What follows belongs to an exercise in optimizing a design on an open flow for small area, a short achievable clock period and few clock cycles per item; a production flow would make more cautious choices.
The RTL was checked by simulation tests, not by an equivalence proof against the original design.
No activity file was given, so power comes from the tool's default toggle rates.

[design/flow/design.v]
`default_nettype none
package rv64_isa_pkg;
  typedef enum logic [6:0] {
    op_imm    = 7'b0010011,
    op_imm_32 = 7'b0011011,
    op        = 7'b0110011,
    op_32     = 7'b0111011,
    lui       = 7'b0110111,
    auipc     = 7'b0010111,
    load      = 7'b0000011,
    store     = 7'b0100011,
    jal       = 7'b1101111,
    jalr      = 7'b1100111,
    branch    = 7'b1100011,
    system    = 7'b1110011
  } opcode_e;
  localparam logic [2:0] F3_ADD_SUB = 3'b000;
  localparam logic [2:0] F3_SLL     = 3'b001;
  localparam logic [2:0] F3_SLT     = 3'b010;
  localparam logic [2:0] F3_SLTU    = 3'b011;
  localparam logic [2:0] F3_XOR     = 3'b100;
  localparam logic [2:0] F3_SRL_SRA = 3'b101;
  localparam logic [2:0] F3_OR      = 3'b110;
  localparam logic [2:0] F3_AND     = 3'b111;
  localparam logic [2:0] F3_BEQ  = 3'b000;
  localparam logic [2:0] F3_BNE  = 3'b001;
  localparam logic [2:0] F3_BLT  = 3'b100;
  localparam logic [2:0] F3_BGE  = 3'b101;
  localparam logic [2:0] F3_BLTU = 3'b110;
  localparam logic [2:0] F3_BGEU = 3'b111;
  localparam logic [2:0] F3_MUL    = 3'b000;
  localparam logic [2:0] F3_MULH   = 3'b001;
  localparam logic [2:0] F3_MULHSU = 3'b010;
  localparam logic [2:0] F3_MULHU  = 3'b011;
  localparam logic [6:0] F7_MULDIV = 7'b0000001;
  typedef struct packed {
    logic [6:0] funct7;
    logic [4:0] rs2;
    logic [4:0] rs1;
    logic [2:0] funct3;
    logic [4:0] rd;
    opcode_e    opcode;
  } r_fields_t;
  typedef struct packed {
    logic [11:0] imm12;   
    logic [4:0]  rs1;
    logic [2:0]  funct3;
    logic [4:0]  rd;
    opcode_e     opcode;
  } i_fields_t;
  typedef union packed {
    r_fields_t r_view;
    i_fields_t i_view;
  } instr_u;
endpackage
`default_nettype wire
`default_nettype none
package exu_pkg;
  localparam int XLEN = 64;
  typedef logic [XLEN-1:0] xlen_t;
  localparam int MUL_RADIX_BITS = 4;
  typedef struct packed {
    logic sel_sum;    
    logic clr_lsb;    
    logic sel_shr;    
    logic sel_shl;    
    logic sel_xor;
    logic sel_or;
    logic sel_and;
    logic sel_cmp;    
    logic word;       
    logic sh_arith;   
    logic cin;        
    logic c_eq;       
    logic c_lts;      
    logic c_ltu;      
    logic c_inv;      
  } alu_ctl_t;
  typedef struct packed {
    logic a_neg;       
    logic b_neg;       
    logic take_high;   
    logic word;        
  } mul_req_t;
endpackage
`default_nettype wire
`default_nettype none
module alu_op_decode (
  input  wire [31:0]            instr_i,
  input  wire exu_pkg::xlen_t   src_a_i,
  input  wire exu_pkg::xlen_t   src_b_i,
  output exu_pkg::alu_ctl_t     ctl_o,
  output logic                  is_mul_o,
  output exu_pkg::mul_req_t     mul_req_o,
  output exu_pkg::xlen_t        op_a_o,
  output exu_pkg::xlen_t        op_b_o
);
  logic [6:0] opcode;
  logic [2:0] f3;
  logic [6:0] f7;
  logic       is_op, is_opimm, is_op32, is_opimm32;
  logic       alu_rr, alu_rr32;
  logic       muldiv, muldiv32;
  logic       rev_a, zext_w, sext_w, inv_b, lui;
  logic       wshift;
  exu_pkg::xlen_t a_rev;
  assign opcode = instr_i[6:0];
  assign f3     = instr_i[14:12];
  assign f7     = instr_i[31:25];
  assign is_op      = (opcode == 7'b0110011);
  assign is_opimm   = (opcode == 7'b0010011);
  assign is_op32    = (opcode == 7'b0111011);
  assign is_opimm32 = (opcode == 7'b0011011);
  assign muldiv     = is_op   && (f7 == 7'b0000001);
  assign muldiv32   = is_op32 && (f7 == 7'b0000001);
  assign alu_rr     = (is_op || is_opimm) && !muldiv;
  assign alu_rr32   = (is_op32 || is_opimm32) && !muldiv32;
  assign lui        = (opcode == 7'b0110111);
  always_comb begin
    ctl_o    = '0;
    is_mul_o = 1'b0;
    mul_req_o = '0;
    rev_a    = 1'b0;
    zext_w   = 1'b0;
    sext_w   = 1'b0;
    inv_b    = 1'b0;
    wshift   = 1'b0;
    if (muldiv) begin
      if (!f3[2]) begin
        is_mul_o            = 1'b1;
        mul_req_o.a_neg     = (f3 == 3'd1 || f3 == 3'd2) && src_a_i[63];
        mul_req_o.b_neg     = (f3 == 3'd1) && src_b_i[63];
        mul_req_o.take_high = (f3 != 3'd0);
      end
    end else if (muldiv32) begin
      if (f3 == 3'd0) begin
        is_mul_o       = 1'b1;
        mul_req_o.word = 1'b1;
      end
    end else if (alu_rr) begin
      case (f3)
        3'd0: begin
          ctl_o.sel_sum = 1'b1;
          inv_b         = is_op && f7[5];
        end
        3'd1: begin
          ctl_o.sel_shl = 1'b1;
          rev_a         = 1'b1;
        end
        3'd2: begin
          ctl_o.sel_cmp = 1'b1;
          ctl_o.c_lts   = 1'b1;
          inv_b         = 1'b1;
        end
        3'd3: begin
          ctl_o.sel_cmp = 1'b1;
          ctl_o.c_ltu   = 1'b1;
          inv_b         = 1'b1;
        end
        3'd4: ctl_o.sel_xor = 1'b1;
        3'd5: begin
          ctl_o.sel_shr  = 1'b1;
          ctl_o.sh_arith = instr_i[30];
        end
        3'd6: ctl_o.sel_or = 1'b1;
        default: ctl_o.sel_and = 1'b1;
      endcase
    end else if (alu_rr32) begin
      case (f3)
        3'd0: begin
          ctl_o.sel_sum = 1'b1;
          ctl_o.word    = 1'b1;
          inv_b         = is_op32 && f7[5];
        end
        3'd1: begin
          ctl_o.sel_shl = 1'b1;
          ctl_o.word    = 1'b1;
          rev_a         = 1'b1;
          wshift        = 1'b1;
        end
        3'd5: begin
          ctl_o.sel_shr  = 1'b1;
          ctl_o.word     = 1'b1;
          ctl_o.sh_arith = f7[5];
          sext_w         = f7[5];
          zext_w         = !f7[5];
          wshift         = 1'b1;
        end
        default: ;
      endcase
    end else begin
      case (opcode)
        7'b0110111,                           
        7'b0010111, 7'b0000011,
        7'b0100011, 7'b1101111: ctl_o.sel_sum = 1'b1;
        7'b1100111: begin
          ctl_o.sel_sum = 1'b1;
          ctl_o.clr_lsb = 1'b1;
        end
        7'b1100011: begin
          inv_b = 1'b1;
          case (f3)
            3'd0: begin ctl_o.sel_cmp = 1'b1; ctl_o.c_eq  = 1'b1; end
            3'd1: begin ctl_o.sel_cmp = 1'b1; ctl_o.c_eq  = 1'b1; ctl_o.c_inv = 1'b1; end
            3'd4: begin ctl_o.sel_cmp = 1'b1; ctl_o.c_lts = 1'b1; end
            3'd5: begin ctl_o.sel_cmp = 1'b1; ctl_o.c_lts = 1'b1; ctl_o.c_inv = 1'b1; end
            3'd6: begin ctl_o.sel_cmp = 1'b1; ctl_o.c_ltu = 1'b1; end
            3'd7: begin ctl_o.sel_cmp = 1'b1; ctl_o.c_ltu = 1'b1; ctl_o.c_inv = 1'b1; end
            default: ;
          endcase
        end
        default: ;
      endcase
    end
    ctl_o.cin = inv_b;
  end
  always_comb begin
    for (int i = 0; i < exu_pkg::XLEN; i++) a_rev[i] = src_a_i[exu_pkg::XLEN-1-i];
  end
  always_comb begin
    if (lui)         op_a_o = '0;
    else if (rev_a)  op_a_o = a_rev;
    else if (zext_w) op_a_o = {32'd0, src_a_i[31:0]};
    else if (sext_w) op_a_o = {{32{src_a_i[31]}}, src_a_i[31:0]};
    else             op_a_o = src_a_i;
  end
  always_comb begin
    op_b_o = inv_b ? ~src_b_i : src_b_i;
    if (wshift) op_b_o[5] = 1'b0;   
  end
endmodule
`default_nettype wire
`default_nettype none
module int_alu (
  input  wire exu_pkg::alu_ctl_t ctl_i,
  input  wire exu_pkg::xlen_t    op_a_i,
  input  wire exu_pkg::xlen_t    op_b_i,
  output exu_pkg::xlen_t         result_o
);
  localparam int XLEN = exu_pkg::XLEN;
  exu_pkg::xlen_t sum;
  logic           cout;
  exu_pkg::xlen_t shr;
  exu_pkg::xlen_t shl;
  logic           eq, lt_u, lt_s, cond;
  exu_pkg::xlen_t res;
  assign {cout, sum} = {1'b0, op_a_i} + {1'b0, op_b_i} + {{XLEN{1'b0}}, ctl_i.cin};
  assign eq   = &(op_a_i ^ op_b_i);
  assign lt_u = !cout;
  assign lt_s = (op_a_i[XLEN-1] == op_b_i[XLEN-1]) ? op_a_i[XLEN-1] : lt_u;
  assign cond = ((ctl_i.c_eq & eq) | (ctl_i.c_lts & lt_s) | (ctl_i.c_ltu & lt_u)) ^ ctl_i.c_inv;
  assign shr = XLEN'($signed({ctl_i.sh_arith & op_a_i[XLEN-1], op_a_i}) >>> op_b_i[5:0]);
  always_comb begin
    for (int i = 0; i < XLEN; i++) shl[i] = shr[XLEN-1-i];
  end
  always_comb begin
    res = ({XLEN{ctl_i.sel_sum}} & {sum[XLEN-1:1], sum[0] & !ctl_i.clr_lsb})
        | ({XLEN{ctl_i.sel_shr}} & shr)
        | ({XLEN{ctl_i.sel_shl}} & shl)
        | ({XLEN{ctl_i.sel_xor}} & (op_a_i ^ op_b_i))
        | ({XLEN{ctl_i.sel_or}}  & (op_a_i | op_b_i))
        | ({XLEN{ctl_i.sel_and}} & (op_a_i & op_b_i))
        | {{(XLEN-1){1'b0}}, ctl_i.sel_cmp & cond};
    result_o = ctl_i.word ? {{32{res[31]}}, res[31:0]} : res;
  end
endmodule
`default_nettype wire
`default_nettype none
module shift_add_mul #(
  parameter int K = exu_pkg::MUL_RADIX_BITS
) (
  input  wire exu_pkg::xlen_t    mcand_i,     
  input  wire [K-1:0]            mplier_i,    
  input  wire                    a_neg_i,
  input  wire                    b_neg_i,
  input  wire [65:0]                 acc_s_i,
  input  wire [65:0]                 acc_c_i,
  input  wire                    acc_ci_i,
  output logic [65:0]                acc_s_o,
  output logic [65:0]                acc_c_o,
  output logic                   acc_ci_o,
  output logic [K-1:0]           prod_bits_o,  
  output exu_pkg::xlen_t         high_o        
);
  localparam int ACC_W = 66;
  localparam int TW    = ACC_W + K;
  typedef logic [TW-1:0] vec_t;
  function automatic [TW-1:0] csa_s(input [TW-1:0] x, input [TW-1:0] y, input [TW-1:0] z);
    csa_s = x ^ y ^ z;
  endfunction
  function automatic [TW-1:0] csa_c(input [TW-1:0] x, input [TW-1:0] y, input [TW-1:0] z);
    csa_c = {((x & y) | (x & z) | (y & z)), 1'b0};
  endfunction
  vec_t row [K];
  vec_t xs, xc;
  always_comb begin
    for (int i = 0; i < K; i++) begin
      row[i] = vec_t'({!(mplier_i[i] & a_neg_i), mplier_i[i] ? mcand_i : 64'd0}) << i;
    end
  end
  generate
    if (K == 4) begin : g_tree4
      vec_t s1, c1, s2, c2, s3, c3;
      always_comb begin
        s1 = csa_s(vec_t'(acc_s_i), vec_t'(acc_c_i), row[0]);
        c1 = csa_c(vec_t'(acc_s_i), vec_t'(acc_c_i), row[0]);
        s2 = csa_s(row[1], row[2], row[3]);
        c2 = csa_c(row[1], row[2], row[3]);
        s3 = csa_s(s1, c1, s2);
        c3 = csa_c(s1, c1, s2);
        xs = csa_s(s3, c3, c2);
        xc = csa_c(s3, c3, c2);
      end
    end else if (K == 8) begin : g_tree8
      vec_t s1, c1, s2, c2, s3, c3, s4, c4, s5, c5, s6, c6, s7, c7;
      always_comb begin
        s1 = csa_s(vec_t'(acc_s_i), vec_t'(acc_c_i), row[0]);
        c1 = csa_c(vec_t'(acc_s_i), vec_t'(acc_c_i), row[0]);
        s2 = csa_s(row[1], row[2], row[3]);
        c2 = csa_c(row[1], row[2], row[3]);
        s3 = csa_s(row[4], row[5], row[6]);
        c3 = csa_c(row[4], row[5], row[6]);
        s4 = csa_s(s1, c1, s2);
        c4 = csa_c(s1, c1, s2);
        s5 = csa_s(c2, s3, c3);
        c5 = csa_c(c2, s3, c3);
        s6 = csa_s(s4, c4, s5);
        c6 = csa_c(s4, c4, s5);
        s7 = csa_s(c5, row[7], s6);
        c7 = csa_c(c5, row[7], s6);
        xs = csa_s(s7, c7, c6);
        xc = csa_c(s7, c7, c6);
      end
    end
  endgenerate
  always_comb begin
    {acc_ci_o, prod_bits_o} = {1'b0, xs[K-1:0]} + {1'b0, xc[K-1:0]} + {{K{1'b0}}, acc_ci_i};
    acc_s_o = xs[TW-1:K];
    acc_c_o = xc[TW-1:K];
  end
  exu_pkg::xlen_t fs, fc, corr;
  always_comb begin
    corr   = b_neg_i ? ~mcand_i : 64'd0;
    fs     = acc_s_i[63:0] ^ acc_c_i[63:0] ^ corr;
    fc     = {((acc_s_i[62:0] & acc_c_i[62:0]) | (acc_s_i[62:0] & corr[62:0]) |
               (acc_c_i[62:0] & corr[62:0])), b_neg_i};
    high_o = fs + fc + {63'd0, acc_ci_i};
  end
endmodule
`default_nettype wire
`default_nettype none
module exec_unit (
  input  wire                       clk,
  input  wire                       arst_n_i,
  input  wire                       valid_i,
  input  wire [31:0]                instr_i,
  input  wire [63:0]                src_a_i,
  input  wire [63:0]                src_b_i,
  output logic [63:0]               result_o,
  output logic                      done_o,
  output logic                      ready_o
);
  localparam int K      = exu_pkg::MUL_RADIX_BITS;
  localparam int NSTEP  = 64 / K;
  localparam int NSTEPW = 32 / K;
  localparam int CNT_W  = $clog2(NSTEP);
  exu_pkg::alu_ctl_t ctl_d, ctl_q;
  exu_pkg::mul_req_t mreq_d, mreq_q;
  exu_pkg::xlen_t    op_a_d, op_b_d, op_a_q, op_b_q;
  exu_pkg::xlen_t    alu_res;
  logic              is_mul;
  logic              accept, accept_mul;
  logic              alu_v_q;
  logic              mul_run_q, mul_fin_q;
  logic [CNT_W-1:0]  cnt_q;
  logic              last_step, last_low, keep_acc, ready_set;
  logic [65:0]       acc_s_q, acc_c_q, acc_s_d, acc_c_d;
  logic              acc_ci_q, acc_ci_d;
  logic [K-1:0]      prod_bits;
  exu_pkg::xlen_t    mul_high;
  exu_pkg::xlen_t    low_next;
  alu_op_decode alu_op_decode_inst (
    .instr_i   (instr_i),
    .src_a_i   (src_a_i),
    .src_b_i   (src_b_i),
    .ctl_o     (ctl_d),
    .is_mul_o  (is_mul),
    .mul_req_o (mreq_d),
    .op_a_o    (op_a_d),
    .op_b_o    (op_b_d)
  );
  assign accept     = valid_i & ready_o;
  assign accept_mul = accept & is_mul;
  always_ff @(posedge clk) begin
    if (ready_o) begin
      op_a_q <= op_a_d;
      op_b_q <= op_b_d;
      ctl_q  <= ctl_d;
      mreq_q <= mreq_d;
    end else begin
      op_b_q <= low_next;
    end
  end
  assign last_step = mul_run_q &&
                     (cnt_q == (mreq_q.word ? CNT_W'(NSTEPW - 1) : CNT_W'(NSTEP - 1)));
  assign last_low  = last_step & !mreq_q.take_high;
  assign keep_acc  = mul_run_q & !last_low;
  assign ready_set = mreq_q.take_high ? last_step :
                     (mul_run_q &&
                      (cnt_q == (mreq_q.word ? CNT_W'(NSTEPW - 2) : CNT_W'(NSTEP - 2))));
  shift_add_mul #(
    .K (K)
  ) shift_add_mul_inst (
    .mcand_i     (op_a_q),
    .mplier_i    (op_b_q[K-1:0]),
    .a_neg_i     (mreq_q.a_neg),
    .b_neg_i     (mreq_q.b_neg),
    .acc_s_i     (acc_s_q),
    .acc_c_i     (acc_c_q),
    .acc_ci_i    (acc_ci_q),
    .acc_s_o     (acc_s_d),
    .acc_c_o     (acc_c_d),
    .acc_ci_o    (acc_ci_d),
    .prod_bits_o (prod_bits),
    .high_o      (mul_high)
  );
  assign low_next = {prod_bits, op_b_q[63:K]};
  always_ff @(posedge clk) begin
    if (keep_acc) begin
      acc_s_q  <= acc_s_d;
      acc_c_q  <= acc_c_d;
      acc_ci_q <= acc_ci_d;
    end else begin
      acc_s_q  <= 66'd1 << 64;   
      acc_c_q  <= '0;
      acc_ci_q <= 1'b0;
    end
    cnt_q <= accept_mul ? '0 : cnt_q + 1'b1;
  end
  always_ff @(posedge clk or negedge arst_n_i) begin
    if (!arst_n_i) begin
      mul_run_q <= 1'b0;
      mul_fin_q <= 1'b0;
      ready_o   <= 1'b1;
    end else begin
      mul_run_q <= accept_mul | (mul_run_q & !last_step);
      mul_fin_q <= last_step & mreq_q.take_high;
      if (accept_mul) begin
        ready_o <= 1'b0;
      end else if (ready_set) begin
        ready_o <= 1'b1;
      end
    end
  end
  int_alu int_alu_inst (
    .ctl_i    (ctl_q),
    .op_a_i   (op_a_q),
    .op_b_i   (op_b_q),
    .result_o (alu_res)
  );
  always_ff @(posedge clk) begin
    if (mul_fin_q) begin
      result_o <= mul_high;
    end else if (last_low) begin
      result_o <= mreq_q.word ? {{32{low_next[63]}}, low_next[63:32]} : low_next;
    end else begin
      result_o <= alu_res;
    end
  end
  always_ff @(posedge clk or negedge arst_n_i) begin
    if (!arst_n_i) begin
      alu_v_q <= 1'b0;
      done_o  <= 1'b0;
    end else begin
      alu_v_q <= accept & !is_mul;
      done_o  <= alu_v_q | last_low | mul_fin_q;
    end
  end
endmodule
`default_nettype wire
[design/flow/run.sh]
#!/bin/bash
# synth_recipe.tcl (not shown) runs the flow's synth.tcl, then flattens the netlist and writes it again
# the make line also repeats each setting of config.mk as NAME=value (left out here)
make -C /OpenROAD-flow-scripts/flow DESIGN_CONFIG=/design/flow/config.mk WORK_HOME=/design/flow/orfs CLKGATE_MAP_FILE= SYNTH_SCRIPT=/design/flow/synth_recipe.tcl finish
[design/flow/config.mk]
export PLATFORM = sky130hd
export DESIGN_NAME = exec_unit
export DESIGN_NICKNAME = exec_unit
export VERILOG_FILES = /design/flow/design.v
export SDC_FILE = /design/flow/constraint.sdc
export NUM_CORES = 4
export LEC_CHECK = 0
export CAP_MARGIN = 20
export CORE_MARGIN = 10
export CORE_UTILIZATION = 30
export PLACE_DENSITY = 0.5
export SLEW_MARGIN = 20
[design/flow/constraint.sdc]
create_clock -name core_clock -period 6.5 [get_ports {clk}]
set_input_delay 1.3000 -clock core_clock [delete_from_list [all_inputs] [get_ports {clk}]]
set_output_delay 1.3000 -clock core_clock [all_outputs]
set_load 0.01 [all_outputs]
==> metrics.md, run 1 <==
| Metric | Value |
|---|---|
| Slew HR | `0.172` |
| Number of synthesized flops with an enable pin | `83` |
| Clock Latency Late Sink | `0.65 ns` |
| Count of non-filler cells in the finished layout | `6404` |
| Initial antenna violation count | `13` |
| IO Pins | `229` |
| Worst-path clk slew | `0.06 ns` |
| FP Rows | `130` |
| Syn_nets | `5358` |
| Vias | `35800` |
| Drt pass-1 iters | `6` |
| Internal power | `4.74 mW` |
| Setup bufs post-CTS | `0` |
| Final Wtd Congestion | `1.01` |
| Logic pwr share | `0.281` |
| Dpl cells | `6313` |
| Root Buffer Master | `clkbuf_16` |
| Global-route wire length before repair | `256000 um` |
| Max_cap viols | `0` |
| Flop pwr share | `0.331` |
| Die height | `375 um` |
| CTS tree | `built` |
| Synth top area share | `0.171` |
| Dpl hpwl | `142000 um` |
| CP max FO | `14` |
| Psw | `2.63 mW` |
| Worst Tran Pin Value | `1.23 ns` |
| Worst Path Arrival | `6.17 ns` |
| Sequential element share of the synthesized area | `0.208` |
| Worst Path Required | `7.03 ns` |
| Largest cells by area after synthesis | `fa_1, dfxtp_1, ha_1, edfxtp_1, nand2_1` |
| Final setup vio count | `0` |
| Initial Utilization | `0.302` |
| Post-Syn Area | `37900 sq um` |
| Cell with the most instances after synthesis | `nand2_1` |
| Gr usage total | `0.244` |
| Clock network fraction of design power | `0.387` |
| Final period utilization | `0.867` |
| Yosys cell types | `93` |
| Grt ovf | `0` |
| Crit Path Class | `flop to flop` |
| Final clock skew | `0.0286 ns` |
| Clock Sinks | `351` |
| Final Net Count | `5399` |
| FF+latch count, synth | `351` |
| # port buffers | `213` |
| CTS buffer count | `47` |
| HP Class | `flop to flop` |
| DRC Markers | `0` |
| Post-DP Area | `41600 sq um` |
| Crit. End Element | `flop` |
| Fin Setup TNS | `0 ns` |
| Worst reg2reg startpoint | `mreq_q[2]` |
| Via density | `5.59` |
| Core ar. | `126000 sq um` |
| Worst Setup SP | `mreq_q[2]` |
| VDD IR max | `0.000162 V` |
| Fmax | `177 MHz` |
| Hold Path Origin | `alu_v_q` |
| Hold Vio Cnt, Final | `0` |
| Run status | `no timing/DRC/antenna violations` |
| Resized Gates After CTS | `0` |
| Layout cells sized above 1 | `0.0613` |
| Bufs on Longest Clock Path | `3` |
| PD cells | `170 nW/um^2` |
| Die X | `375 um` |
| Die area | `141000 sq um` |
| Mean Syn Cell Area | `8.11 sq um` |
| Largest net degree at the start of global routing | `120` |
| Fin Hold WS | `0.433 ns` |
| Setup ws final | `0.862 ns` |
| Sw Ratio | `0.357` |
| Most area-hungry cell type in the Yosys netlist | `fa_1` |
| Place WS | `0.955 ns` |
| Async SR Flop Fraction | `0.0142` |
| Remaining antenna violation count | `0` |
| Vias in the first global route | `35500` |
| Routed wire length | `178000 um` |
| Top FF cell, synth | `dfxtp_1` |
| Hold buffers post-CTS | `0` |
| Pins Over Slew Limit | `0` |
| Layout Utilization | `0.345` |
| Syn Inst Count | `4671` |
| H-tree levels | `2` |
| CP Launch Type | `flop` |
| Crit path time final | `5.64 ns` |
| Initial drt markers | `3688` |
| Warnings from Yosys | `5` |
| Growth of design area from synthesis to finish | `14.2%` |
| Commonest cells in the synthesized netlist | `nand2_1, inv_1, nor2_1` |
| RSZ-0062 raised after global routing | `no` |
| Total Power | `7.37 mW` |
| Design Area, Final | `43300 sq um` |
| WL per Instance | `27.7 um` |
| Lkg Pwr | `19.2 nW` |
==> area by class of cell <==
cell class,instances,area (sq um)
Sequential cell,351,7900
Tap cell,1650,2060
Clock buffer,61,1300
Clock inverter,26,339
Inverter,513,1930
Timing Repair Buffer,300,2840
Fill cell,13400,82300
Antenna cell,4,10.0
Multi-Input combinational cell,3499,26900
==> sequential cells by signal, indices dropped and copies added, names as in the netlist, 4 cells and up <==
| name | cells |
|---|---|
| acc_s_q | 65 |
| acc_c_q | 65 |
| cnt_q | 4 |
| op_b_q | 64 |
| ctl_q | 15 |
| op_a_q | 64 |
| result_o | 64 |
| mreq_q | 4 |
==> power by group through the flow <==
stage          Sequential (mW)  Combinational (mW)  Clock (mW)
2_1_floorplan             2.40                1.25           0
3_3_place_gp              2.48                2.02           0
3_5_place_dp              2.48                2.02           0
4_1_cts                   2.44                2.04        2.92
5_1_grt                   2.44                2.26        2.99
6_report                  2.44                2.07        2.86
==> cells by family (layout without fill, tap and decap cells) <==
family,after synthesis,after routing,synth area share
buffers and inverters,821,900,0.0832
AOI/OAI and AO/OA,1204,1204,0.198
adders and majority gates,524,524,0.237
and+or+nand+nor,1437,1437,0.171
xor gates and xnor gates,173,173,0.0400
other,0,4,0
muxes,161,161,0.0629
DFF,351,351,0.208
==> routing by layer <==
metal | track usage | vias up | part of all wire
li1 | - | 15900 | -
met3 | 0.0540 | 359 | 0.090
met4 | 0.0969 | 12 | 0.046
met5 | 0 | - | 0.00042
met1 | 0.331 | 17900 | 0.43
met2 | 0.372 | 1656 | 0.43
==> placed cells by master (no fill, tap or decap), drive strengths merged, types with 58 or more instances in the layout <==
cell	instances
a21oi	365
inv	512
ha	201
mux4	58
edfxtp	83
buf	87
nor2b	79
nand2	523
nor2	461
fa	323
xnor2	65
clkdlybuf4s50	213
clkbuf	61
and2	150
mux2i	75
dfxtp	263
xor2	108
a21o	69
o21ai	364
==> worst max-delay path, cell delays in order (launching register included) <==
cell and delay (ns):
edfxtp_1 0.65, nor2b_1 0.26, fa_1 0.49, fa_1 0.25, fa_1 0.26, a21oi_1 0.11, nand4b_1 0.25, a21oi_2 0.33
o211a_1 0.36, a31oi_2 0.26, o41ai_2 0.61, a21oi_2 0.26, or4_4 0.64, a211o_1 0.32, a31o_2 0.21, a31o_2 0.24
==> final timing paths <==
kind / end / slack, ns / depth (start not counted)
setup / recovery: result_o[62] / 0.86 / 15
hold / removal: done_o / 0.43 / 1
setup reg to reg: result_o[62] / 0.86 / 15
hold reg to reg: done_o / 0.43 / 1
max in group asynchronous: ready_o / 5.36 / 1
min in group asynchronous: mul_fin_q / 0.88 / 1
Testbench counts, summed over its fixed seeds: cycles 30,284, items 16,000.
==> run 2: changes to the inputs <==
--- a/design/flow/design.v
+++ b/design/flow/design.v
@@ -58,7 +58,7 @@
 package exu_pkg;
   localparam int XLEN = 64;
   typedef logic [XLEN-1:0] xlen_t;
-  localparam int MUL_RADIX_BITS = 4;
+  localparam int MUL_RADIX_BITS = 8;
   typedef struct packed {
     logic sel_sum;    
     logic clr_lsb;    
==> metrics.md, run 2 <==
| Metric | Value |
|---|---|
| Final Net Count | `6483 (was 5399)` |
| VDD IR max | `0.000188 V (was 0.000162 V)` |
| Worst Path Arrival | `6.12 ns (was 6.17 ns)` |
| IO Pins | `229 (unchanged)` |
| FF+latch count, synth | `350 (was 351)` |
| Most frequent cells in the layout | `inv_1, nand2_1, fa_1 (was nand2_1, inv_1, nor2_1)` |
| Root Buffer Master | `clkbuf_16 (unchanged)` |
| Resized Gates After CTS | `0 (unchanged)` |
| FP Rows | `143 (was 130)` |
| Total Power | `9.72 mW (was 7.37 mW)` |
| Initial antenna violation count | `14 (was 13)` |
| Synth top area share | `0.251 (was 0.171)` |
| Largest net degree at the start of global routing | `104 (was 120)` |
| Dpl hpwl | `172000 um (was 142000 um)` |
| Growth of design area from synthesis to finish | `12.9% (was 14.2%)` |
| Warnings from Yosys | `5 (unchanged)` |
| Hold buffers post-CTS | `0 (unchanged)` |
| Max_cap viols | `0 (unchanged)` |
| Final period utilization | `0.860 (was 0.867)` |
| DRC Markers | `0 (unchanged)` |
| Worst Path Required | `7.03 ns (about the same)` |
| Lkg Pwr | `24.1 nW (was 19.2 nW)` |
| Most common cell after layout, fill and taps aside | `inv_1 (was nand2_1)` |
| R2R depth | `20 (was 15)` |
| Sequential element share of the synthesized area | `0.172 (was 0.208)` |
| Die height | `411 um (was 375 um)` |
| Initial Utilization | `0.301 (was 0.302)` |
| Commonest cells in the synthesized netlist | `inv_1, nand2_1, fa_1 (was nand2_1, inv_1, nor2_1)` |
| Hold Path Stages | `1 (unchanged)` |
| Vias in the first global route | `41500 (was 35500)` |
| Number of synthesized flops with an enable pin | `83 (unchanged)` |
| Yosys cell types | `91 (was 93)` |
| Footprint of the multi-input gates | `33300 sq um (was 26900 sq um)` |
| CTS buffer count | `49 (was 47)` |
| Remaining antenna violation count | `0 (unchanged)` |
| Layout fillers | `16000 (was 13400)` |
| Clock Sinks | `350 (was 351)` |
| Layout cells sized above 1 | `0.0636 (was 0.0613)` |
| Syn_nets | `6479 (was 5358)` |
| Largest cells by area after synthesis | `fa_1, dfxtp_1, inv_1, nand2_1, ha_1 (was fa_1, dfxtp_1, ha_1, edfxtp_1, nand2_1)` |
| Global-route wire length before repair | `307000 um (was 256000 um)` |
| Cell with the most instances after synthesis | `inv_1 (was nand2_1)` |
| Core ar. | `152000 sq um (was 126000 sq um)` |
| Setup ws final | `0.908 ns (was 0.862 ns)` |
| Grt ovf | `0 (unchanged)` |
| Die area | `169000 sq um (was 141000 sq um)` |
| CP Launch Type | `flop (unchanged)` |
| Worst Tran Pin Value | `1.29 ns (was 1.23 ns)` |
| PD cells | `188 nW/um^2 (was 170 nW/um^2)` |
| Critical path's slowest cell | `edfxtp_1 (unchanged)` |
| Worst-path clk slew | `0.07 ns (was 0.06 ns)` |
| WL per Instance | `28.2 um (was 27.7 um)` |
| Most area-hungry cell type in the Yosys netlist | `fa_1 (unchanged)` |
| Largest registers | `acc_c_q: 65 flops, acc_s_q: 65 flops (unchanged)` |
| Async SR Flop Fraction | `0.0143 (was 0.0142)` |
| Setup bufs post-CTS | `0 (unchanged)` |
| Delay-heaviest family, CP | `adder cells (was compound AO/OA/AOI/OAI gates)` |
| Critical Path, Cell by Cell | `inv_1 -> nor2_1 -> fa_1 -> fa_1 -> inv_1 -> fa_1 -> inv_1 -> ha_1 -> ha_1 -> and3_1 -> a31oi_1 -> o21bai_1 -> a21oi_1 -> xnor2_1 -> buf_4 -> a21o_1 -> buf_4 -> a21o_1 -> and3_1 -> a211o_1 (was nor2b_1 -> fa_1 -> fa_1 -> fa_1 -> a21oi_1 -> nand4b_1 -> a21oi_2 -> o211a_1 -> a31oi_2 -> o41ai_2 -> a21oi_2 -> or4_4 -> a211o_1 -> a31o_2 -> a31o_2)` |
| Syn Inst Count | `5521 (was 4671)` |
| Via density | `5.52 (was 5.59)` |
| Final setup vio count | `0 (unchanged)` |
| RSZ-0062 raised after global routing | `no (unchanged)` |
| Initial drt markers | `5148 (was 3688)` |
| Pins Over Slew Limit | `0 (unchanged)` |
| HP Class | `flop to flop (unchanged)` |
| Run status | `no timing/DRC/antenna violations (unchanged)` |
| Place WS | `1.00 ns (was 0.955 ns)` |
| Crit Path Class | `flop to flop (unchanged)` |
| Post-Syn Area | `45800 sq um (was 37900 sq um)` |
| Slew HR | `0.132 (was 0.172)` |
| Crit-path max cell delay | `0.62 ns (was 0.65 ns)` |
| Routed wire length | `215000 um (was 178000 um)` |
| Top FF cell, synth | `dfxtp_1 (unchanged)` |
| Fmax | `179 MHz (was 177 MHz)` |
| Fin Setup TNS | `0 ns (unchanged)` |
| Flip-flop and latch area | `7890 sq um (was 7900 sq um)` |
| Mean Syn Cell Area | `8.29 sq um (was 8.11 sq um)` |
| Clock Latency Late Sink | `0.67 ns (was 0.65 ns)` |
| Drt pass-1 iters | `6 (unchanged)` |
| Vias | `42000 (was 35800)` |
| Final clock skew | `0.0390 ns (was 0.0286 ns)` |
| Buf/Inv on CP | `5 (was 0)` |
| Crit path time final | `5.59 ns (was 5.64 ns)` |
| Die X | `411 um (was 375 um)` |
| CP max FO | `9 (was 14)` |
| Final Wtd Congestion | `1.03 (was 1.01)` |
| Gr usage total | `0.248 (was 0.244)` |
| Bufs on Longest Clock Path | `3 (unchanged)` |
| Crit. End Element | `flop (unchanged)` |
| H-tree levels | `2 (unchanged)` |
| CTS tree | `built (unchanged)` |
| WP depth | `20 (was 15)` |
| # port buffers | `213 (unchanged)` |
| Hold Vio Cnt, Final | `0 (unchanged)` |
-- run 2: changes by cell type after synthesis, sizes merged, moves of 47 or more --
cell,previous run,this run
nand2,523,735
clkbuf,250,309
inv,508,820
o21ai,364,305
fa,323,575
a21oi,365,318
-- run 2: path summary, 6_finish.rpt --
check	from	end	slack, ns
max	op_a_q[1]	result_o[57]	0.91
min	alu_v_q	done_o	0.43
max reg2reg	op_a_q[1]	result_o[57]	0.91
min reg2reg	alu_v_q	done_o	0.43
max in group asynchronous	arst_n_i	ready_o	5.30
min in group asynchronous	arst_n_i	done_o	0.91
-- run 2: per-stage QoR --
| stage | area, sq um | hold slack, ns | cells | util |
|---|---|---|---|---|
| 3_5_place_dp | 49900 | 0.429 | 7503 | 0.329 |
| 5_1_grt | 51700 | 0.460 | 7596 | 0.340 |
| 2_1_floorplan | 45800 | 0.412 | 5521 | - |
| 4_1_cts | 51700 | 0.438 | 7595 | 0.340 |
| 6_report | 51700 | 0.434 | 7603 | 0.340 |
| 3_3_place_gp | 49900 | 0.427 | 7503 | 0.329 |
-- run 2: worst reg2reg max path: cells and delay by family, from the launching register on --
kind / cells / cell delay, ns
flip-flops: 1 / 0.62
AND/OR/NAND/NOR: 3 / 0.58
AO/OA/AOI/OAI: 6 / 1.27
adder cells (fa/ha/maj): 5 / 2.11
XOR/XNOR: 1 / 0.12
buffers and inverters: 5 / 0.74
-- run 2: layout make-up --
| cell class | count | area share |
|---|---|---|
| clock inverters | 37 | 0.00842 |
| inverters | 828 | 0.0602 |
| well taps | 2030 | 0.0491 |
| diodes | 7 | 0.000339 |
| clock buffers | 55 | 0.0254 |
| flip-flops and latches | 350 | 0.153 |
| multi-input cells | 3964 | 0.645 |
| repair buffers | 332 | 0.0594 |
-- run 2: kinds of logic (layout without fill, tap and decap cells) --
kind of cell               Yosys count  after routing  synth area share
other                                0              7                 0
AOI/OAI and AO/OA                 1148           1148             0.160
xor gates and xnor gates           163            163            0.0312
adders and majority gates          795            795             0.312
muxes                              170            170            0.0593
DFF                                350            350             0.172
and+or+nand+nor                   1688           1688             0.165
buffers and inverters             1207           1252             0.101
-- run 2: per-layer routing --
metal	wire length (um)	track usage
met2	93700	0.380
met3	19300	0.0492
met1	90900	0.339
met4	10800	0.107
met5	55	0
-- run 2: power by group --
part / total [mW] / internal, mW / leakage [nW] / switching, mW
combinational: 4.21 / 1.56 / 20.2 / 2.65
clock: 3.05 / 1.75 / 0.826 / 1.30
sequential: 2.46 / 2.29 / 3.11 / 0.164
Testbench counts of run 2, summed over its fixed seeds: cycles 22,948, items 16,000.
==> run 3: changes to the inputs <==
==> design/flow/config.mk (replaced) <==
export PLATFORM = sky130hd
export DESIGN_NAME = exec_unit
export DESIGN_NICKNAME = exec_unit
export VERILOG_FILES = /design/flow/design.v
export SDC_FILE = /design/flow/constraint.sdc
export NUM_CORES = 4
export LEC_CHECK = 0
export ABC_CLOCK_PERIOD_IN_PS = 2500
export CAP_MARGIN = 20
export CORE_MARGIN = 10
export CORE_UTILIZATION = 40
export PLACE_DENSITY = 0.6
export SETUP_SLACK_MARGIN = 3.7
export SLEW_MARGIN = 20
==> metrics.md, run 3 <==
| Metric | Value |
|---|---|
| Run status | `no timing/DRC/antenna violations (unchanged)` |
| Worst reg2reg startpoint | `op_a_q[2] (was op_a_q[1])` |
| Post-Syn Area | `45800 sq um (unchanged)` |
| Yosys cell types | `91 (unchanged)` |
| Lkg Pwr | `27.9 nW (was 24.1 nW)` |
| Crit. End Element | `flop (unchanged)` |
| Most area-hungry cell type in the Yosys netlist | `fa_1 (unchanged)` |
| CTS tree | `built (unchanged)` |
| Place WS | `1.04 ns (was 1.00 ns)` |
| Final period utilization | `0.759 (was 0.860)` |
| Grt ovf | `0 (unchanged)` |
| Final Net Count | `6895 (was 6483)` |
| Fin Setup TNS | `0 ns (unchanged)` |
| Async SR Flop Fraction | `0.0143 (unchanged)` |
| Final setup vio count | `0 (unchanged)` |
| FP Rows | `124 (was 143)` |
| Core ar. | `114000 sq um (was 152000 sq um)` |
| Crit Path Class | `flop to flop (unchanged)` |
| Flip-flop and latch area | `7900 sq um (was 7890 sq um)` |
| Buf/Inv on CP | `4 (was 5)` |
| Largest registers | `acc_c_q: 65 flops, acc_s_q: 65 flops (unchanged)` |
| Pins Over Slew Limit | `0 (unchanged)` |
| Vias | `46200 (was 42000)` |
| Largest cells by area after synthesis | `fa_1, dfxtp_1, inv_1, nand2_1, ha_1 (unchanged)` |
| CTS buffer count | `46 (was 49)` |
| RSZ-0062 raised after global routing | `yes (was no)` |
| PD cells | `174 nW/um^2 (was 188 nW/um^2)` |
| Crit path time final | `4.94 ns (was 5.59 ns)` |
| CP Launch Type | `flop (unchanged)` |
| Dpl hpwl | `176000 um (was 172000 um)` |
| Dpl cells | `7001 (was 7503)` |
| Worst Path Required | `7.04 ns (was 7.03 ns)` |
| HP Class | `flop to flop (unchanged)` |
| Max_cap viols | `0 (unchanged)` |
| Delay-heaviest family, CP | `adder cells (unchanged)` |
| Crit-path max cell delay | `0.57 ns (was 0.62 ns)` |
| R2R depth | `20 (unchanged)` |
| Slew HR | `0.211 (was 0.132)` |
| Hold endpoint | `done_o (unchanged)` |
| Gr usage total | `0.376 (was 0.248)` |
| Hold Vio Cnt, Final | `0 (unchanged)` |
| Largest net degree at the start of global routing | `154 (was 104)` |
| Setup ws final | `1.56 ns (was 0.908 ns)` |
| Footprint of the multi-input gates | `37500 sq um (was 33300 sq um)` |
| WL per Instance | `33.7 um (was 28.2 um)` |
| Syn Inst Count | `5521 (unchanged)` |
| Final Wtd Congestion | `1.05 (was 1.03)` |
| Synth top area share | `0.251 (unchanged)` |
| Most frequent cells in the layout | `inv_1, nand2_1, fa_1 (unchanged)` |
| Worst-path clk slew | `0.07 ns (about the same)` |
| H-tree levels | `2 (unchanged)` |
| Sequential element share of the synthesized area | `0.172 (unchanged)` |
| Fmax | `203 MHz (was 179 MHz)` |
| CP max FO | `7 (was 9)` |
| Critical path's slowest cell | `fa_1 (was edfxtp_1)` |
| Clock Sinks | `350 (unchanged)` |
| Hold Path Stages | `1 (unchanged)` |
| Initial antenna violation count | `22 (was 14)` |
| Clock Latency Late Sink | `0.68 ns (was 0.67 ns)` |
| Root Buffer Master | `clkbuf_16 (unchanged)` |
| Critical Path, Cell by Cell | `ha_4 -> fa_1 -> fa_1 -> inv_1 -> fa_1 -> inv_2 -> ha_4 -> ha_4 -> and3_4 -> a31oi_4 -> o21bai_4 -> a21oi_4 -> xnor2_4 -> buf_12 -> a21oi_4 -> buf_8 -> o21ai_1 -> nand2_1 -> a21oi_1 -> a211o_1 (was inv_1 -> nor2_1 -> fa_1 -> fa_1 -> inv_1 -> fa_1 -> inv_1 -> ha_1 -> ha_1 -> and3_1 -> a31oi_1 -> o21bai_1 -> a21oi_1 -> xnor2_1 -> buf_4 -> a21o_1 -> buf_4 -> a21o_1 -> and3_1 -> a211o_1)` |
| Via density | `6.16 (was 5.52)` |
| Global-route wire length before repair | `342000 um (was 307000 um)` |
| Most common cell after layout, fill and taps aside | `inv_1 (unchanged)` |
| FF+latch count, synth | `350 (unchanged)` |
| Routed wire length | `253000 um (was 215000 um)` |
| Drt pass-1 iters | `8 (was 6)` |
| Layout fillers | `10400 (was 16000)` |
| VDD IR max | `0.000252 V (was 0.000188 V)` |
| Die X | `358 um (was 411 um)` |
| Initial drt markers | `5850 (was 5148)` |
| Mean Syn Cell Area | `8.29 sq um (unchanged)` |
| Final clock skew | `0.0558 ns (was 0.0390 ns)` |
| Remaining antenna violation count | `0 (unchanged)` |
| Die height | `358 um (was 411 um)` |
| Worst Tran Pin Value | `1.18 ns (was 1.29 ns)` |
| Cell with the most instances after synthesis | `inv_1 (unchanged)` |
| Commonest cells in the synthesized netlist | `inv_1, nand2_1, fa_1 (unchanged)` |
| Die area | `128000 sq um (was 169000 sq um)` |
| # port buffers | `213 (unchanged)` |
| Layout cells sized above 1 | `0.263 (was 0.0636)` |
| Bufs on Longest Clock Path | `3 (unchanged)` |
| Initial Utilization | `0.402 (was 0.301)` |
| Vias in the first global route | `44600 (was 41500)` |
| R2R setup slack | `1.56 ns (was 0.91 ns)` |
| DRC Markers | `0 (unchanged)` |
| Syn_nets | `6479 (unchanged)` |
| Number of synthesized flops with an enable pin | `83 (unchanged)` |
| WP depth | `20 (unchanged)` |
| Top FF cell, synth | `dfxtp_1 (unchanged)` |
| Warnings from Yosys | `5 (unchanged)` |
| Growth of design area from synthesis to finish | `32.6% (was 12.9%)` |
| Hold buffers post-CTS | `0 (unchanged)` |
| R2R Path End | `result_o[42] (was result_o[57])` |
| Count of non-filler cells in the finished layout | `7500 (was 7603)` |
| Worst Path Arrival | `5.48 ns (was 6.12 ns)` |
| Hold Path Origin | `alu_v_q (unchanged)` |
| IO Pins | `229 (unchanged)` |
==> run 3: cell counts after synthesis <==
Identical to the previous run, type by type.
==> run 3: routing by layer <==
metal  wire [um]  share of wire  GRT usage
met1       90500           0.36      0.451
met2      108000           0.43      0.565
met3       29800           0.12      0.114
met4       24200          0.096      0.283
met5          86        0.00034    0.00302
==> run 3: kinds of logic after synthesis <==
| logic type | count (synthesis) | synth area share |
|---|---|---|
| simple gates | 1688 | 0.165 |
| buf+inv | 1207 | 0.101 |
| compound gates | 1148 | 0.160 |
| fa+ha+maj | 795 | 0.312 |
| flops | 350 | 0.172 |
| mux | 170 | 0.0593 |
| xor+xnor | 163 | 0.0312 |
==> run 3: stage by stage <==
stage / total power, mW / hold WS, ns / utilization / area (sq um)
finish: 10.6 / 0.437 / 0.532 / 60700
global route: 11.1 / 0.447 / 0.532 / 60700
CTS: 9.94 / 0.442 / 0.498 / 56800
detailed placement: 6.82 / 0.433 / 0.441 / 50300
global placement: 6.75 / 0.427 / 0.441 / 50300
floorplan: 5.27 / 0.412 / - / 47200
==> run 3: worst max path at each step <==
stage                   start           end
floorplan           op_b_q[0]  result_o[57]
global placement    op_b_q[4]  result_o[38]
detailed placement  op_b_q[4]  result_o[38]
CTS                 op_a_q[7]  result_o[42]
global route        op_a_q[2]  result_o[42]
finish              op_a_q[2]  result_o[42]
==> run 3: layout make-up <==
type                            instances  share of cell area
Antenna cell                           16            0.000660
Clock buffer                           57              0.0213
Clock inverter                         26             0.00379
Inverter                              828              0.0537
Multi-Input combinational cell       3967               0.617
Sequential cell                       350               0.130
Tap cell                             1512              0.0312
Timing Repair Buffer                  742               0.141
Timing Repair inverter                  2            0.000618
==> run 3: repair_timing <==
| item | 4_1_cts | 5_1_grt |
|---|---|---|
| gates cloned | 42 | 15 |
| pin swaps | 93 | 220 |
| endpoints found under the setup margin | 394 | 319 |
| setup buffers | 191 | 152 |
| gates resized for setup | 625 | 604 |
==> run 3: power breakdown <==
group / switching [mW] / total [mW] / internal [mW]
Clock: 1.21 / 2.69 / 1.47
Combinational: 3.27 / 5.48 / 2.21
Sequential: 0.0933 / 2.39 / 2.29
Total: 4.58 / 10.6 / 5.97
==> run 4: changes to the inputs <==
--- a/design/flow/design.v
+++ b/design/flow/design.v
@@ -58,7 +58,7 @@
 package exu_pkg;
   localparam int XLEN = 64;
   typedef logic [XLEN-1:0] xlen_t;
-  localparam int MUL_RADIX_BITS = 8;
+  localparam int MUL_RADIX_BITS = 4;
   typedef struct packed {
     logic sel_sum;    
     logic clr_lsb;    
==> metrics.md, run 4 <==
| Metric | Value |
|---|---|
| Crit Path Class | `flop to flop (unchanged)` |
| Lkg Pwr | `22.1 nW (was 27.9 nW)` |
| Die area | `107000 sq um (was 128000 sq um)` |
| VDD IR max | `0.000171 V (was 0.000252 V)` |
| WL per Instance | `30.3 um (was 33.7 um)` |
| Most frequent cells in the layout | `nand2_1, inv_1, nor2_1 (was inv_1, nand2_1, fa_1)` |
| Initial Utilization | `0.405 (was 0.402)` |
| Worst-path clk slew | `0.06 ns (was 0.07 ns)` |
| HP Class | `flop to flop (unchanged)` |
| Commonest cells in the synthesized netlist | `nand2_1, inv_1, nor2_1 (was inv_1, nand2_1, fa_1)` |
| Crit. End Element | `flop (unchanged)` |
| Critical Path, Cell by Cell | `buf_6 -> nor2b_4 -> fa_1 -> fa_2 -> fa_2 -> a21oi_2 -> nand4b_1 -> a21oi_2 -> o211a_4 -> a31oi_4 -> o41ai_4 -> buf_4 -> a21oi_4 -> or4_4 -> a211o_1 -> a31o_2 -> a31o_2 (was ha_4 -> fa_1 -> fa_1 -> inv_1 -> fa_1 -> inv_2 -> ha_4 -> ha_4 -> and3_4 -> a31oi_4 -> o21bai_4 -> a21oi_4 -> xnor2_4 -> buf_12 -> a21oi_4 -> buf_8 -> o21ai_1 -> nand2_1 -> a21oi_1 -> a211o_1)` |
| CTS tree | `built (unchanged)` |
| PD cells | `153 nW/um^2 (was 174 nW/um^2)` |
| Cell with the most instances after synthesis | `nand2_1 (was inv_1)` |
| Worst Tran Pin Value | `1.27 ns (was 1.18 ns)` |
| Clock Latency Late Sink | `0.68 ns (about the same)` |
| Crit-path max cell delay | `0.61 ns (was 0.57 ns)` |
| Hold buffers post-CTS | `0 (unchanged)` |
| Post-Syn Area | `37900 sq um (was 45800 sq um)` |
| Gr usage total | `0.334 (was 0.376)` |
| CP max FO | `5 (was 7)` |
| Bufs on Longest Clock Path | `3 (unchanged)` |
| Via density | `6.17 (was 6.16)` |
| Hold Vio Cnt, Final | `0 (unchanged)` |
| Largest registers | `acc_c_q: 65 flops, acc_s_q: 65 flops (unchanged)` |
| H-tree levels | `2 (unchanged)` |
| Layout cells sized above 1 | `0.275 (was 0.263)` |
| Syn_nets | `5358 (was 6479)` |
| Die X | `328 um (was 358 um)` |
| Vias in the first global route | `37700 (was 44600)` |
| Global-route wire length before repair | `265000 um (was 342000 um)` |
| Grt ovf | `0 (unchanged)` |
| Number of synthesized flops with an enable pin | `83 (unchanged)` |
| Flip-flop and latch area | `7910 sq um (was 7900 sq um)` |
| Final clock skew | `0.0472 ns (was 0.0558 ns)` |
| Growth of design area from synthesis to finish | `34.2% (was 32.6%)` |
| FP Rows | `112 (was 124)` |
| CP Launch Type | `flop (unchanged)` |
| Syn Inst Count | `4671 (was 5521)` |
| Worst Path Required | `7.04 ns (about the same)` |
| Drt pass-1 iters | `7 (was 8)` |
| Worst Path Arrival | `5.26 ns (was 5.48 ns)` |
| Fin Setup TNS | `0 ns (unchanged)` |
| Yosys cell types | `93 (was 91)` |
| Clock Sinks | `351 (was 350)` |
| Final Net Count | `5716 (was 6895)` |
| DRC Markers | `0 (unchanged)` |
| Delay-heaviest family, CP | `compound AO/OA/AOI/OAI gates (was adder cells)` |
| Vias | `39000 (was 46200)` |
| Footprint of the multi-input gates | `31000 sq um (was 37500 sq um)` |
| FF+latch count, synth | `351 (was 350)` |
| Core ar. | `93600 sq um (was 114000 sq um)` |
| Critical path's slowest cell | `or4_4 (was fa_1)` |
| Top FF cell, synth | `dfxtp_1 (unchanged)` |
| Fmax | `212 MHz (was 203 MHz)` |
| Remaining antenna violation count | `0 (unchanged)` |
| Final period utilization | `0.726 (was 0.759)` |
| Initial antenna violation count | `17 (was 22)` |
| Most common cell after layout, fill and taps aside | `nand2_1 (was inv_1)` |
| Initial drt markers | `5130 (was 5850)` |
| CTS buffer count | `47 (was 46)` |
| Max_cap viols | `0 (unchanged)` |
| Buf/Inv on CP | `2 (was 4)` |
| Slew HR | `0.149 (was 0.211)` |
| IO Pins | `229 (unchanged)` |
| Mean Syn Cell Area | `8.11 sq um (was 8.29 sq um)` |
| Die height | `328 um (was 358 um)` |
| Routed wire length | `191000 um (was 253000 um)` |
| Root Buffer Master | `clkbuf_16 (unchanged)` |
| Sequential element share of the synthesized area | `0.208 (was 0.172)` |
| Async SR Flop Fraction | `0.0142 (was 0.0143)` |
| Largest net degree at the start of global routing | `141 (was 154)` |
| Final Wtd Congestion | `1.06 (was 1.05)` |
| Run status | `no timing/DRC/antenna violations (unchanged)` |
| Layout fillers | `8728 (was 10400)` |
| # port buffers | `213 (unchanged)` |
| Pins Over Slew Limit | `0 (unchanged)` |
| Largest cells by area after synthesis | `fa_1, dfxtp_1, ha_1, edfxtp_1, nand2_1 (was fa_1, dfxtp_1, inv_1, nand2_1, ha_1)` |
| Crit path time final | `4.72 ns (was 4.94 ns)` |
| Warnings from Yosys | `5 (unchanged)` |
| Final setup vio count | `0 (unchanged)` |
| Synth top area share | `0.171 (was 0.251)` |
| Most area-hungry cell type in the Yosys netlist | `fa_1 (unchanged)` |
| RSZ-0062 raised after global routing | `yes (unchanged)` |
| Dpl hpwl | `132000 um (was 176000 um)` |
| Total Power | `7.79 mW (was 10.6 mW)` |
[run 4: cell count changes after synthesis, sizes merged, moves of 47 or more]
cell	change
clkbuf	-59
nand2	-212
o21ai	+59
fa	-252
inv	-312
a21oi	+47
[run 4: worst paths after layout]
check                               start            to  slack, ns  depth (start not counted)
worst max-delay path            mreq_q[2]  result_o[62]       1.78                         17
worst min-delay path              alu_v_q        done_o       0.43                          1
worst max register to register  mreq_q[2]  result_o[62]       1.78                         17
worst min register to register    alu_v_q        done_o       0.43                          1
max in group asynchronous        arst_n_i       ready_o       5.36                          1
min in group asynchronous        arst_n_i        done_o       0.88                          1
[run 4: metal layers]
metal	up-vias	GRT usage	routed length [um]
met4	22	0.210	15100
li1	16600	-	-
met3	671	0.115	24000
met1	19300	0.419	72800
met2	2488	0.488	79300
met5	-	0	152
[run 4: worst reg2reg max path, stage by stage, from the launching register on]
cell	delay, ns
edfxtp_1	0.41
buf_6	0.17
nor2b_4	0.13
fa_1	0.52
fa_2	0.25
fa_2	0.23
a21oi_2	0.07
nand4b_1	0.25
a21oi_2	0.30
o211a_4	0.25
a31oi_4	0.16
o41ai_4	0.23
buf_4	0.19
a21oi_4	0.10
or4_4	0.62
a211o_1	0.32
a31o_2	0.21
a31o_2	0.24
[run 4: layout make-up]
class / instances / share of cell area
multi-input combinational: 3503 / 0.609
sequential: 351 / 0.156
timing repair buffer: 608 / 0.133
inverter: 513 / 0.0404
tap: 1254 / 0.0309
clock buffer: 62 / 0.0256
clock inverter: 24 / 0.00399
timing repair inverter: 5 / 0.00128
antenna: 4 / 0.000197
[run 4: cells by family (layout without fill, tap and decap cells)]
logic type      after synthesis  in the layout  synth area share
compound gates             1204           1206             0.198
simple gates               1437           1439             0.171
other cells                   0              4                 0
fa+ha+maj                   524            524             0.237
buf+inv                     821           1212            0.0832
xor+xnor                    173            173            0.0400
flops                       351            351             0.208
mux                         161            161            0.0629
[run 4: power breakdown]
group	internal [mW]	switching (mW)
clock	1.46	1.17
sequential	2.30	0.0911
combinational	1.09	1.68
[run 4: metrics by stage]
step                instance area [sq um]  utilization  hold WS [ns]  setup slack (ns)  cells
finish                              50800        0.543         0.432              1.78   6324
CTS                                 48500        0.518         0.437              1.82   6203
global placement                    42600        0.455         0.423              1.09   5901
floorplan                           40200            -         0.412              2.30   4671
detailed placement                  42600        0.455         0.425              1.07   5901
global route                        50800        0.543         0.454              1.75   6321
[run 4: what timing repair did]
| action | in CTS | in global routing |
|---|---|---|
| cloned | 27 | 14 |
| gates resized for setup | 704 | 349 |
| pin swaps | 166 | 144 |
| endpoints found under the setup margin | 391 | 291 |
| buffers inserted | 189 | 103 |
Testbench counts of run 4, summed over its fixed seeds: cycles 30,284, items 16,000.
==> run 5: changes to the inputs <==
--- a/design/flow/design.v
+++ b/design/flow/design.v
@@ -272,18 +272,21 @@
   input  wire exu_pkg::xlen_t    mcand_i,     
   input  wire [K-1:0]            mplier_i,    
   input  wire                    a_neg_i,
-  input  wire                    b_neg_i,
-  input  wire [65:0]                 acc_s_i,
-  input  wire [65:0]                 acc_c_i,
-  input  wire                    acc_ci_i,
-  output logic [65:0]                acc_s_o,
-  output logic [65:0]                acc_c_o,
-  output logic                   acc_ci_o,
+  input  wire                    neg_row_i,   
+  input  wire [65:0]             acc_s_i,
+  input  wire [65:0]             acc_c_i,
+  input  wire [K-1:0]            ret_s_i,
+  input  wire [K-1:0]            ret_c_i,
+  input  wire                    low_ci_i,
+  output logic [65:0]            acc_s_o,
+  output logic [65:0]            acc_c_o,
+  output logic [K-1:0]           ret_s_o,
+  output logic [K-1:0]           ret_c_o,
+  output logic                   low_ci_o,
   output logic [K-1:0]           prod_bits_o,  
   output exu_pkg::xlen_t         high_o        
 );
-  localparam int ACC_W = 66;
-  localparam int TW    = ACC_W + K;
+  localparam int TW = 66 + K;
   typedef logic [TW-1:0] vec_t;
   function automatic [TW-1:0] csa_s(input [TW-1:0] x, input [TW-1:0] y, input [TW-1:0] z);
     csa_s = x ^ y ^ z;
@@ -297,6 +300,7 @@
     for (int i = 0; i < K; i++) begin
       row[i] = vec_t'({!(mplier_i[i] & a_neg_i), mplier_i[i] ? mcand_i : 64'd0}) << i;
     end
+    row[K-1] = row[K-1] ^ (vec_t'({65{neg_row_i}}) << (K - 1));
   end
   generate
     if (K == 4) begin : g_tree4
@@ -334,18 +338,13 @@
     end
   endgenerate
   always_comb begin
-    {acc_ci_o, prod_bits_o} = {1'b0, xs[K-1:0]} + {1'b0, xc[K-1:0]} + {{K{1'b0}}, acc_ci_i};
     acc_s_o = xs[TW-1:K];
     acc_c_o = xc[TW-1:K];
+    ret_s_o = xs[K-1:0];
+    ret_c_o = xc[K-1:0];
+    {low_ci_o, prod_bits_o} = {1'b0, ret_s_i} + {1'b0, ret_c_i} + {{K{1'b0}}, low_ci_i};
   end
-  exu_pkg::xlen_t fs, fc, corr;
-  always_comb begin
-    corr   = b_neg_i ? ~mcand_i : 64'd0;
-    fs     = acc_s_i[63:0] ^ acc_c_i[63:0] ^ corr;
-    fc     = {((acc_s_i[62:0] & acc_c_i[62:0]) | (acc_s_i[62:0] & corr[62:0]) |
-               (acc_c_i[62:0] & corr[62:0])), b_neg_i};
-    high_o = fs + fc + {63'd0, acc_ci_i};
-  end
+  assign high_o = acc_s_i[63:0] + acc_c_i[63:0] + {63'd0, low_ci_o};
 endmodule
 `default_nettype wire
 `default_nettype none
@@ -370,12 +369,14 @@
   exu_pkg::xlen_t    alu_res;
   logic              is_mul;
   logic              accept, accept_mul;
+  logic              busy_q;   
   logic              alu_v_q;
   logic              mul_run_q, mul_fin_q;
   logic [CNT_W-1:0]  cnt_q;
-  logic              last_step, last_low, keep_acc, ready_set;
+  logic              last_step;
   logic [65:0]       acc_s_q, acc_c_q, acc_s_d, acc_c_d;
-  logic              acc_ci_q, acc_ci_d;
+  logic [K-1:0]      ret_s_q, ret_c_q, ret_s_d, ret_c_d;
+  logic              low_ci_q, low_ci_d;
   logic [K-1:0]      prod_bits;
   exu_pkg::xlen_t    mul_high;
   exu_pkg::xlen_t    low_next;
@@ -389,10 +390,10 @@
     .op_a_o    (op_a_d),
     .op_b_o    (op_b_d)
   );
-  assign accept     = valid_i & ready_o;
+  assign accept     = valid_i & !busy_q;
   assign accept_mul = accept & is_mul;
   always_ff @(posedge clk) begin
-    if (ready_o) begin
+    if (!busy_q) begin
       op_a_q <= op_a_d;
       op_b_q <= op_b_d;
       ctl_q  <= ctl_d;
@@ -403,37 +404,40 @@
   end
   assign last_step = mul_run_q &&
                      (cnt_q == (mreq_q.word ? CNT_W'(NSTEPW - 1) : CNT_W'(NSTEP - 1)));
-  assign last_low  = last_step & !mreq_q.take_high;
-  assign keep_acc  = mul_run_q & !last_low;
-  assign ready_set = mreq_q.take_high ? last_step :
-                     (mul_run_q &&
-                      (cnt_q == (mreq_q.word ? CNT_W'(NSTEPW - 2) : CNT_W'(NSTEP - 2))));
   shift_add_mul #(
     .K (K)
   ) shift_add_mul_inst (
     .mcand_i     (op_a_q),
     .mplier_i    (op_b_q[K-1:0]),
     .a_neg_i     (mreq_q.a_neg),
-    .b_neg_i     (mreq_q.b_neg),
+    .neg_row_i   (last_step & mreq_q.b_neg),
     .acc_s_i     (acc_s_q),
     .acc_c_i     (acc_c_q),
-    .acc_ci_i    (acc_ci_q),
+    .ret_s_i     (ret_s_q),
+    .ret_c_i     (ret_c_q),
+    .low_ci_i    (low_ci_q),
     .acc_s_o     (acc_s_d),
     .acc_c_o     (acc_c_d),
-    .acc_ci_o    (acc_ci_d),
+    .ret_s_o     (ret_s_d),
+    .ret_c_o     (ret_c_d),
+    .low_ci_o    (low_ci_d),
     .prod_bits_o (prod_bits),
     .high_o      (mul_high)
   );
   assign low_next = {prod_bits, op_b_q[63:K]};
   always_ff @(posedge clk) begin
-    if (keep_acc) begin
+    if (mul_run_q) begin
       acc_s_q  <= acc_s_d;
       acc_c_q  <= acc_c_d;
-      acc_ci_q <= acc_ci_d;
+      ret_s_q  <= ret_s_d;
+      ret_c_q  <= ret_c_d;
+      low_ci_q <= low_ci_d;
     end else begin
-      acc_s_q  <= 66'd1 << 64;   
+      acc_s_q  <= {2'b01, mreq_d.b_neg, 63'd0};
       acc_c_q  <= '0;
-      acc_ci_q <= 1'b0;
+      ret_s_q  <= '0;
+      ret_c_q  <= '0;
+      low_ci_q <= 1'b0;
     end
     cnt_q <= accept_mul ? '0 : cnt_q + 1'b1;
   end
@@ -442,13 +446,16 @@
       mul_run_q <= 1'b0;
       mul_fin_q <= 1'b0;
       ready_o   <= 1'b1;
+      busy_q    <= 1'b0;
     end else begin
       mul_run_q <= accept_mul | (mul_run_q & !last_step);
-      mul_fin_q <= last_step & mreq_q.take_high;
+      mul_fin_q <= last_step;
       if (accept_mul) begin
         ready_o <= 1'b0;
-      end else if (ready_set) begin
+        busy_q  <= 1'b1;
+      end else if (last_step) begin
         ready_o <= 1'b1;
+        busy_q  <= 1'b0;
       end
     end
   end
@@ -460,9 +467,13 @@
   );
   always_ff @(posedge clk) begin
     if (mul_fin_q) begin
-      result_o <= mul_high;
-    end else if (last_low) begin
-      result_o <= mreq_q.word ? {{32{low_next[63]}}, low_next[63:32]} : low_next;
+      if (mreq_q.take_high) begin
+        result_o <= mul_high;
+      end else if (mreq_q.word) begin
+        result_o <= {{32{low_next[63]}}, low_next[63:32]};
+      end else begin
+        result_o <= low_next;
+      end
     end else begin
       result_o <= alu_res;
     end
@@ -473,7 +484,7 @@
       done_o  <= 1'b0;
     end else begin
       alu_v_q <= accept & !is_mul;
-      done_o  <= alu_v_q | last_low | mul_fin_q;
+      done_o  <= alu_v_q | mul_fin_q;
     end
   end
 endmodule
==> design/flow/config.mk (replaced) <==
export PLATFORM = sky130hd
export DESIGN_NAME = exec_unit
export DESIGN_NICKNAME = exec_unit
export VERILOG_FILES = /design/flow/design.v
export SDC_FILE = /design/flow/constraint.sdc
export NUM_CORES = 4
export LEC_CHECK = 0
export CAP_MARGIN = 20
export CORE_MARGIN = 10
export CORE_UTILIZATION = 40
export PLACE_DENSITY = 0.6
export SETUP_SLACK_MARGIN = 3.9
export SLEW_MARGIN = 20
==> metrics.md, run 5 <==
| Metric | Value |
|---|---|
| Growth of design area from synthesis to finish | `37.9% (was 34.2%)` |
| Dpl hpwl | `137000 um (was 132000 um)` |
| Fin Hold WS | `0.432 ns (about the same)` |
| Logic pwr share | `0.359 (was 0.355)` |
| Core ar. | `93600 sq um (unchanged)` |
| Final Wtd Congestion | `1.08 (was 1.06)` |
| Layout cells sized above 1 | `0.304 (was 0.275)` |
| Critical path's slowest cell | `fa_2 (was or4_4)` |
| Critical Path, Cell by Cell | `ha_4 -> ha_4 -> a31oi_4 -> fa_2 -> inv_2 -> fa_2 -> a211oi_4 -> o21ai_2 -> a211oi_4 -> buf_6 -> and4bb_4 -> a211oi_4 -> buf_6 -> o21ai_4 -> a211oi_4 -> buf_6 -> nor4b_1 -> a41oi_1 -> a22oi_2 (was buf_6 -> nor2b_4 -> fa_1 -> fa_2 -> fa_2 -> a21oi_2 -> nand4b_1 -> a21oi_2 -> o211a_4 -> a31oi_4 -> o41ai_4 -> buf_4 -> a21oi_4 -> or4_4 -> a211o_1 -> a31o_2 -> a31o_2)` |
| Final period utilization | `0.657 (was 0.726)` |
| Largest cells by area after synthesis | `dfxtp_1, fa_1, nand2_1, ha_1, edfxtp_1 (was fa_1, dfxtp_1, ha_1, edfxtp_1, nand2_1)` |
| Mean Syn Cell Area | `8.16 sq um (was 8.11 sq um)` |
| WL per Instance | `31.9 um (was 30.3 um)` |
| CP most frequent cell | `a211oi_4` |
| PD cells | `149 nW/um^2 (was 153 nW/um^2)` |
| Number of synthesized flops with an enable pin | `83 (unchanged)` |
| Largest registers | `acc_c_q: 65 flops, acc_s_q: 65 flops (unchanged)` |
| Worst Setup SP | `low_ci_q (was mreq_q[2])` |
| Hold Vio Cnt, Final | `0 (unchanged)` |
| CTS tree | `built (unchanged)` |
| Final setup vio count | `0 (unchanged)` |
| Flop pwr share | `0.312 (was 0.307)` |
| Worst Path Required | `6.95 ns (was 7.04 ns)` |
| Worst reg2reg startpoint | `low_ci_q (was mreq_q[2])` |
| Via density | `6.31 (was 6.17)` |
| Root Buffer Master | `clkbuf_16 (unchanged)` |
| Fmax | `234 MHz (was 212 MHz)` |
| Drt pass-1 iters | `7 (unchanged)` |
| Met3 WL | `26200 um (was 24000 um)` |
| Global-route wire length before repair | `279000 um (was 265000 um)` |
| Lkg Pwr | `22.3 nW (was 22.1 nW)` |
| Fin Setup TNS | `0 ns (unchanged)` |
| Slew HR | `0.295 (was 0.149)` |
| Syn Inst Count | `4640 (was 4671)` |
| CTS buffer count | `44 (was 47)` |
| VDD IR max | `0.000160 V (was 0.000171 V)` |
| Die X | `328 um (about the same)` |
| Yosys cell types | `93 (unchanged)` |
| Psw | `2.88 mW (was 2.94 mW)` |
| Clock Sinks | `357 (was 351)` |
| Worst Path Arrival | `4.72 ns (was 5.26 ns)` |
| FF+latch count, synth | `357 (was 351)` |
| Most common cell after layout, fill and taps aside | `nand2_1 (unchanged)` |
| Die height | `328 um (about the same)` |
| FP Rows | `112 (unchanged)` |
| H-tree levels | `2 (unchanged)` |
| DRC Markers | `0 (unchanged)` |
| Clock network fraction of design power | `0.329 (was 0.338)` |
| Post-Syn Area | `37900 sq um (about the same)` |
| Syn_nets | `5263 (was 5358)` |
| Sw Ratio | `0.369 (was 0.378)` |
| Pins Over Slew Limit | `0 (unchanged)` |
| Crit-path max cell delay | `0.39 ns (was 0.61 ns)` |
| IO Pins | `229 (unchanged)` |
| Async SR Flop Fraction | `0.0168 (was 0.0142)` |
| Run status | `no timing/DRC/antenna violations (unchanged)` |
| Final Net Count | `5612 (was 5716)` |
| Crit path time final | `4.27 ns (was 4.72 ns)` |
| Initial drt markers | `5382 (was 5130)` |
| Routed wire length | `200000 um (was 191000 um)` |
| Gr usage total | `0.356 (was 0.334)` |
| RSZ-0062 raised after global routing | `yes (unchanged)` |
| CP Launch Type | `flop (unchanged)` |
| CP max FO | `4 (was 5)` |
| HP Class | `flop to flop (unchanged)` |
| Hold Path Origin | `alu_v_q (unchanged)` |
| Most frequent cells in the layout | `nand2_1, inv_1, dfxtp_1 (was nand2_1, inv_1, nor2_1)` |
| Vias | `39700 (was 39000)` |
| Sequential element share of the synthesized area | `0.212 (was 0.208)` |
| Remaining antenna violation count | `0 (unchanged)` |
| Vias in the first global route | `38000 (was 37700)` |
## run 5: path summary, 6_finish.rpt
check | slack (ns) | depth (start not counted) | end
worst min register to register | 0.43 | 1 | done_o
min in group asynchronous | 0.91 | 1 | done_o
worst min-delay path | 0.43 | 1 | done_o
worst max-delay path | 2.23 | 19 | result_o[58]
worst max register to register | 2.23 | 19 | result_o[58]
max in group asynchronous | 5.32 | 1 | ready_o
## run 5: layer usage
layer	global-route usage	vias up
met5	0	-
met4	0.263	20
met3	0.127	795
met2	0.520	2920
met1	0.430	19300
li1	-	16600
## run 5: logic make-up (layout without fill, tap and decap cells)
family                   count (synthesis)  in the layout  synth area share
multiplexers                           200            200            0.0825
flip-flops                             357            357             0.212
XOR/XNOR                               235            235            0.0544
buffers and inverters                  838           1212            0.0855
adder cells (fa/ha/maj)                460            460             0.204
other                                    0             10                 0
AO/OA/AOI/OAI                         1212           1212             0.204
AND/OR/NAND/NOR                       1338           1348             0.159
## run 5: power by group through the flow
stage / Clock, mW / Sequential [mW] / Combinational [mW]
floorplan: 0 / 2.45 / 1.47
global placement: 0 / 2.56 / 2.15
detailed placement: 0 / 2.56 / 2.17
CTS: 2.59 / 2.43 / 2.59
global route: 2.68 / 2.43 / 2.94
finish: 2.56 / 2.44 / 2.80
## run 5: what timing repair did
action                                  in CTS  in global routing
pin swaps                                  176                167
gates cloned                                32                  4
gates resized for setup                    742                299
endpoints found under the setup margin     401                321
setup buffers                              249                 57
## run 5: area by class of cell
cell class | count | area, sq um
fill | 8385 | 41400
multi-input combinational | 3455 | 32000
sequential | 357 | 8060
timing repair buffer | 640 | 7150
inverter | 487 | 1880
tap | 1254 | 1570
clock buffer | 58 | 1230
clock inverter | 23 | 255
timing repair inverter | 4 | 42.5
antenna | 10 | 25.0
## run 5: metrics by stage
stage | util | setup WS (ns) | cells | instance area [sq um] | total power [mW]
finish | 0.558 | 2.23 | 6288 | 52200 | 7.80
detailed placement | 0.460 | 1.59 | 5855 | 43100 | 4.73
CTS | 0.537 | 2.42 | 6217 | 50300 | 7.61
global placement | 0.460 | 1.66 | 5855 | 43100 | 4.70
global route | 0.557 | 2.15 | 6280 | 52200 | 8.05
floorplan | - | 2.76 | 4640 | 40700 | 3.92
## run 5: worst max-delay path: cells and delay by family (launching register included)
family / cells / cell delay (ns)
AOI/OAI and AO/OA: 9 / 1.91
adders and majority gates: 4 / 0.96
buffers and inverters: 4 / 0.52
DFF: 1 / 0.33
and+or+nand+nor: 2 / 0.33
Testbench counts of run 5, summed over its fixed seeds: cycles 30,688, items 16,000.
